This design comes from an exercise in tuning for small area, a short achievable clock period and few clock cycles on the open sky130 flow, not from production work.
In this exercise RTL edits were held to simulation tests only and were not proved equivalent to the original.
Power figures rest on the tool's default switching activity, not on a simulated workload.

==> onyx: inputs <==
==> flow/design.v <==
`timescale 1ns / 1ps
package vrt_pkg;
  localparam logic [31:0] DIST_MAX = 32'hFFFF_FFFF;
  localparam logic [1:0] AXIS_X = 2'd0;
  localparam logic [1:0] AXIS_Y = 2'd1;
  localparam logic [1:0] AXIS_Z = 2'd2;
endpackage
`timescale 1ns / 1ps
module vrt_div #(
  parameter int RADIX = 4
) (
  input  logic        clk_i,
  input  logic        load_i,
  input  logic        run_i,
  input  logic [30:0] num_i,
  input  logic [15:0] den_i,      
  input  logic [16:0] den3_i,     
  output logic [30:0] quo_o
);
  logic [15:0] rem_q;
  logic [30:0] quo_q;
  if (RADIX == 2) begin : g_r2
    logic [16:0] trial, diff;
    always_comb begin
      trial = {rem_q, quo_q[30]};
      diff  = trial - {1'b0, den_i};
    end
    always_ff @(posedge clk_i) begin
      if (load_i) begin
        rem_q <= '0;
        quo_q <= num_i;
      end else if (run_i) begin
        rem_q <= diff[16] ? trial[15:0] : diff[15:0];
        quo_q <= {quo_q[29:0], !diff[16]};
      end
    end
  end else begin : g_r4
    logic [31:0] quo4_q;
    logic [17:0] x, s1, s2, s3;
    logic        ge1, ge2, ge3;
    always_comb begin
      x   = {rem_q, quo4_q[31:30]};
      s1  = x - {2'b00, den_i};
      s2  = x - {1'b0, den_i, 1'b0};
      s3  = x - {1'b0, den3_i};
      ge1 = !s1[17];
      ge2 = !s2[17];
      ge3 = !s3[17];
    end
    always_ff @(posedge clk_i) begin
      if (load_i) begin
        rem_q  <= '0;
        quo4_q <= {1'b0, num_i};
      end else if (run_i) begin
        rem_q  <= ge3 ? s3[15:0] : ge2 ? s2[15:0] : ge1 ? s1[15:0] : x[15:0];
        quo4_q <= {quo4_q[29:0], ge2, ge3 || (ge1 && !ge2)};
      end
    end
    assign quo_q = quo4_q[30:0];
  end
  assign quo_o = quo_q;
endmodule
`timescale 1ns / 1ps
module voxel_ray_traversal_top #(
  parameter int MAX_STEPS        = 64,
  parameter int ORIGIN_FRAC_BITS = 8,
  parameter int DIR_FRAC_BITS    = 14
) (
  input  logic               clk_i,
  input  logic               rst_ni,
  input  logic               in_valid_i,
  output logic               in_ready_o,
  input  logic signed [23:0] origin_x_i,
  input  logic signed [23:0] origin_y_i,
  input  logic signed [23:0] origin_z_i,
  input  logic signed [15:0] dir_x_i,
  input  logic signed [15:0] dir_y_i,
  input  logic signed [15:0] dir_z_i,
  input  logic [6:0]         step_count_i,
  output logic               out_valid_o,
  input  logic               out_ready_i,
  output logic signed [15:0] voxel_x_o,
  output logic signed [15:0] voxel_y_o,
  output logic signed [15:0] voxel_z_o,
  output logic [1:0]         normal_axis_o,
  output logic               normal_negative_o,
  output logic [6:0]         step_index_o,
  output logic               last_o
);
  localparam int RADIX = 4;
  localparam int ITERS = (RADIX == 2) ? 31 : 16;
  logic        i_full_q, i_sent_q;
  logic [23:0] i_org_q [3];
  logic [15:0] i_dir_q [3];
  logic [6:0]  i_cnt_q;
  assign in_ready_o = !i_full_q;
  always_ff @(posedge clk_i) begin
    if (!i_full_q) begin
      i_org_q[0] <= origin_x_i;
      i_org_q[1] <= origin_y_i;
      i_org_q[2] <= origin_z_i;
      i_dir_q[0] <= dir_x_i;
      i_dir_q[1] <= dir_y_i;
      i_dir_q[2] <= dir_z_i;
      i_cnt_q    <= step_count_i;
    end
  end
  logic        dpos [3];      
  logic        dzero [3];     
  logic [15:0] dmag [3];      
  logic [8:0]  face [3];      
  logic [15:0] vinit [3];     
  always_comb begin
    for (int a = 0; a < 3; a++) begin
      logic [7:0] g;
      logic       c;
      dzero[a] = (i_dir_q[a] == 16'd0);
      dpos[a]  = !i_dir_q[a][15] && !dzero[a];
      dmag[a]  = i_dir_q[a][15] ? 16'(-i_dir_q[a]) : i_dir_q[a];
      g = {!i_org_q[a][7], i_org_q[a][6:0]};
      if (g == 8'd0) begin
        face[a] = (i_org_q[a][23] != dpos[a]) ? 9'd256 : 9'd0;
      end else begin
        face[a] = dpos[a] ? 9'd256 - {1'b0, g} : {1'b0, g};
      end
      c = i_org_q[a][23] ? (i_org_q[a][7] && (i_org_q[a][6:0] != 7'd0)) : i_org_q[a][7];
      vinit[a] = i_org_q[a][23:8] + 16'(c);
    end
  end
  logic [6:0] i_n;
  assign i_n = (i_cnt_q > 7'(MAX_STEPS)) ? 7'(MAX_STEPS) : i_cnt_q;
  logic        d_busy_q, d_done_q;
  logic [4:0]  d_cnt_q;
  logic [15:0] den_q [3];
  logic [16:0] den3_q [3];
  logic [30:0] qmax [3];
  logic [30:0] qdel [3];
  logic        setup;
  assign setup = i_full_q && !i_sent_q && !d_busy_q && !d_done_q && (i_n != 7'd0);
  always_ff @(posedge clk_i) begin
    if (setup) begin
      d_cnt_q <= '0;
      for (int a = 0; a < 3; a++) begin
        den_q[a]  <= dmag[a];
        den3_q[a] <= '1;
      end
    end else if (d_busy_q) begin
      d_cnt_q <= d_cnt_q + 5'd1;
      for (int a = 0; a < 3; a++) begin
        den3_q[a] <= {1'b0, den_q[a]} + {den_q[a], 1'b0};
      end
    end
  end
  for (genvar a = 0; a < 3; a++) begin : g_div
    vrt_div #(.RADIX(RADIX)) u_max (
      .clk_i (clk_i),
      .load_i(setup),
      .run_i (d_busy_q),
      .num_i ({face[a], 22'd0}),
      .den_i (den_q[a]),
      .den3_i(den3_q[a]),
      .quo_o (qmax[a])
    );
    vrt_div #(.RADIX(RADIX)) u_del (
      .clk_i (clk_i),
      .load_i(setup),
      .run_i (d_busy_q),
      .num_i (31'h4000_0000),
      .den_i (den_q[a]),
      .den3_i(den3_q[a]),
      .quo_o (qdel[a])
    );
  end
  logic        w_act_q, w_first_q;
  logic [6:0]  w_cnt_q;
  logic        w_neg_q [3];
  logic [31:0] tmax_q [3];
  logic [30:0] tdel_q [3];
  logic        out_valid_q;
  logic        step, take, w_end, last_now;
  logic [6:0]  k_now;
  logic        lt_xy, lt_xz, lt_yz;
  logic        sel [3];
  logic [32:0] tsum [3];
  logic [31:0] tnext [3];
  logic [15:0] vbase [3];
  logic [15:0] vstay [3];
  logic [15:0] vmove [3];
  logic [15:0] vnew [3];
  logic [1:0]  ax;
  always_comb begin
    step     = w_act_q && (!out_valid_q || out_ready_i);
    k_now    = w_first_q ? 7'd1 : step_index_o + 7'd1;
    last_now = (k_now == w_cnt_q);
    w_end    = step && last_now;
    take     = d_done_q && (!w_act_q || w_end);
    lt_xy  = tmax_q[0] < tmax_q[1];
    lt_xz  = tmax_q[0] < tmax_q[2];
    lt_yz  = tmax_q[1] < tmax_q[2];
    sel[0] = lt_xy && lt_xz;
    sel[1] = !lt_xy && lt_yz;
    sel[2] = !sel[0] && !sel[1];
    ax     = sel[0] ? vrt_pkg::AXIS_X : sel[1] ? vrt_pkg::AXIS_Y : vrt_pkg::AXIS_Z;
    vbase[0] = voxel_x_o;
    vbase[1] = voxel_y_o;
    vbase[2] = voxel_z_o;
    for (int a = 0; a < 3; a++) begin
      tsum[a]  = {1'b0, tmax_q[a]} + {2'b00, tdel_q[a]};
      tnext[a] = tsum[a][31:0] | {32{tsum[a][32]}};
      if (w_first_q) begin
        vstay[a] = vinit[a];
      end else begin
        vstay[a] = vbase[a];
      end
      vmove[a] = w_neg_q[a] ? vstay[a] - 16'd1 : vstay[a] + 16'd1;
      vnew[a]  = sel[a] ? vmove[a] : vstay[a];
    end
  end
  always_ff @(posedge clk_i) begin
    if (take) begin
      w_cnt_q <= i_n;
      for (int a = 0; a < 3; a++) begin
        w_neg_q[a] <= !dpos[a];
        tmax_q[a]  <= {1'b0, qmax[a]} | {32{dzero[a]}};
        tdel_q[a]  <= qdel[a];
      end
    end else if (step) begin
      for (int a = 0; a < 3; a++) begin
        if (sel[a]) tmax_q[a] <= tnext[a];
      end
    end
    if (take) begin
      w_first_q <= 1'b1;
    end else if (step) begin
      w_first_q <= 1'b0;
    end
    if (step) begin
      voxel_x_o         <= vnew[0];
      voxel_y_o         <= vnew[1];
      voxel_z_o         <= vnew[2];
      normal_axis_o     <= ax;
      normal_negative_o <= !(sel[0] ? w_neg_q[0] : sel[1] ? w_neg_q[1] : w_neg_q[2]);
      step_index_o      <= k_now;
      last_o            <= last_now;
    end
  end
  always_ff @(posedge clk_i or negedge rst_ni) begin
    if (!rst_ni) begin
      i_full_q    <= 1'b0;
      i_sent_q    <= 1'b0;
      d_busy_q    <= 1'b0;
      d_done_q    <= 1'b0;
      w_act_q     <= 1'b0;
      out_valid_q <= 1'b0;
    end else begin
      if (!i_full_q) begin
        i_full_q <= in_valid_i;
      end else if ((step && w_first_q) || (i_n == 7'd0)) begin
        i_full_q <= 1'b0;
        i_sent_q <= 1'b0;
      end else if (setup) begin
        i_sent_q <= 1'b1;
      end
      if (setup) begin
        d_busy_q <= 1'b1;
      end else if (d_busy_q && d_cnt_q == 5'(ITERS - 1)) begin
        d_busy_q <= 1'b0;
        d_done_q <= 1'b1;
      end else if (take) begin
        d_done_q <= 1'b0;
      end
      if (take) begin
        w_act_q <= 1'b1;
      end else if (w_end) begin
        w_act_q <= 1'b0;
      end
      if (step) begin
        out_valid_q <= 1'b1;
      end else if (out_ready_i) begin
        out_valid_q <= 1'b0;
      end
    end
  end
  assign out_valid_o = out_valid_q;
endmodule
==> flow/run.sh <==
#!/bin/bash
# synth_recipe.tcl (not shown) runs the flow's synth.tcl, then flattens the netlist and writes it again
# the make line also repeats each setting of config.mk as NAME=value (left out here)
make -C /OpenROAD-flow-scripts/flow DESIGN_CONFIG=/design/flow/config.mk WORK_HOME=/design/flow/orfs CLKGATE_MAP_FILE= SYNTH_SCRIPT=/design/flow/synth_recipe.tcl finish
==> flow/config.mk <==
export PLATFORM = sky130hd
export DESIGN_NAME = voxel_ray_traversal_top
export DESIGN_NICKNAME = voxel_ray_traversal_top
export VERILOG_FILES = /design/flow/design.v
export SDC_FILE = /design/flow/constraint.sdc
export NUM_CORES = 4
export LEC_CHECK = 0
export CAP_MARGIN = 20
export CORE_MARGIN = 2
export CORE_UTILIZATION = 40
export SETUP_SLACK_MARGIN = 5
export SLEW_MARGIN = 20
==> flow/constraint.sdc <==
create_clock -name core_clock -period 8.0 [get_ports {clk_i}]
set_input_delay 1.6000 -clock core_clock [delete_from_list [all_inputs] [get_ports {clk_i}]]
set_output_delay 1.6000 -clock core_clock [all_outputs]
set_load 0.01 [all_outputs]
==> zinc: changes against onyx <==
Settings changed: SETUP_SLACK_MARGIN 5 to default.
==> comparison table <==
Met2 Usage GRT: zinc 34.17%; onyx 36.05%
Total routed wire length on the met1 layer: zinc 70.49 mm; onyx 79.27 mm
Hold Path Depth: zinc 0; onyx 2
Power density of the placed cells: zinc 476.9 nW/um^2; onyx 513.5 nW/um^2
Number of vias after detailed routing: zinc 44180; onyx 47910
Number of buffers outside the clock class in the layout: zinc 233; onyx 788
Number of setup buffers added after CTS: zinc 0; onyx 380
Number of nets in the layout: zinc 6836; onyx 7403
Antenna diodes: zinc 1; onyx 3
Wire length of the first global-routing pass: zinc 235.3 mm; onyx 261.0 mm
Portion of total power attributed to the clock network: zinc 15.6%; onyx 11.5%
Switching power total: zinc 13.11 mW; onyx 16.43 mW
Multi-input gate share of total cell area: zinc 52.51%; onyx 51.36%
Combinational power: zinc 17.2 mW; onyx 25.3 mW
Count of buffer and inverter cells on the critical path: zinc 2; onyx 1
Run status: zinc no timing/DRC/antenna violations; onyx no timing/DRC/antenna violations
Total placed instance area: zinc 58320 um^2; onyx 59360 um^2
Non-Clock Inverter Count: zinc 302; onyx 309
Arrival time of the worst setup path: zinc 5.59 ns; onyx 4.69 ns
Post-cts resize count: zinc 0; onyx 1072
Non-clock buffer share of cell area: zinc 3.696%; onyx 11.57%
Number of global-route vias before repair: zinc 42880; onyx 46170
Relative contribution of combinational cells to total power: zinc 58.4%; onyx 67.5%
Total instance count after detailed placement: zinc 7779; onyx 7783
Transition time of the tightest slew-check pin: zinc 1.183 ns; onyx 0.9878 ns
Setup slack of the worst register-to-register path: zinc 2.84 ns; onyx 3.75 ns
Testbench counts of onyx, summed over its fixed seeds: cycles 42,492.
Testbench counts of zinc, summed over its fixed seeds: cycles 42,492.

static timing again, ports no longer ideal:
In the flow no input, the clock included, has a driving cell. The finished layouts below were timed again as built, in two steps. Step 1: set_driving_cell puts a clkbuf_16 on clk_i and a buf_2 on each other input, an assumption about the parent block. Step 2 moves the port delays by t, midway between the first and last clock arrival at a register: inputs arrive t later, outputs are due t later. That takes back most of the time a late clock gives input paths. Three values: ideal ports, drivers, drivers and shift; two values: the first two.
run | t (ns) | slack for setup (ns) | clock arrival spread, ns | worst register clock-pin slew, ns | cell pins on the clock port's net
onyx | 0.774 | 3.751 / 3.751 / 3.751 | 0.054 / 0.054 | 0.07 / 0.07 | 1
zinc | 0.768 | 2.843 / 2.843 / 2.806 | 0.033 / 0.033 | 0.06 / 0.06 | 1
After both steps every run listed still meets setup and hold. The setup slack of zinc, which loses most, moves by 0.000 ns with the drivers and by -0.037 ns with both steps.
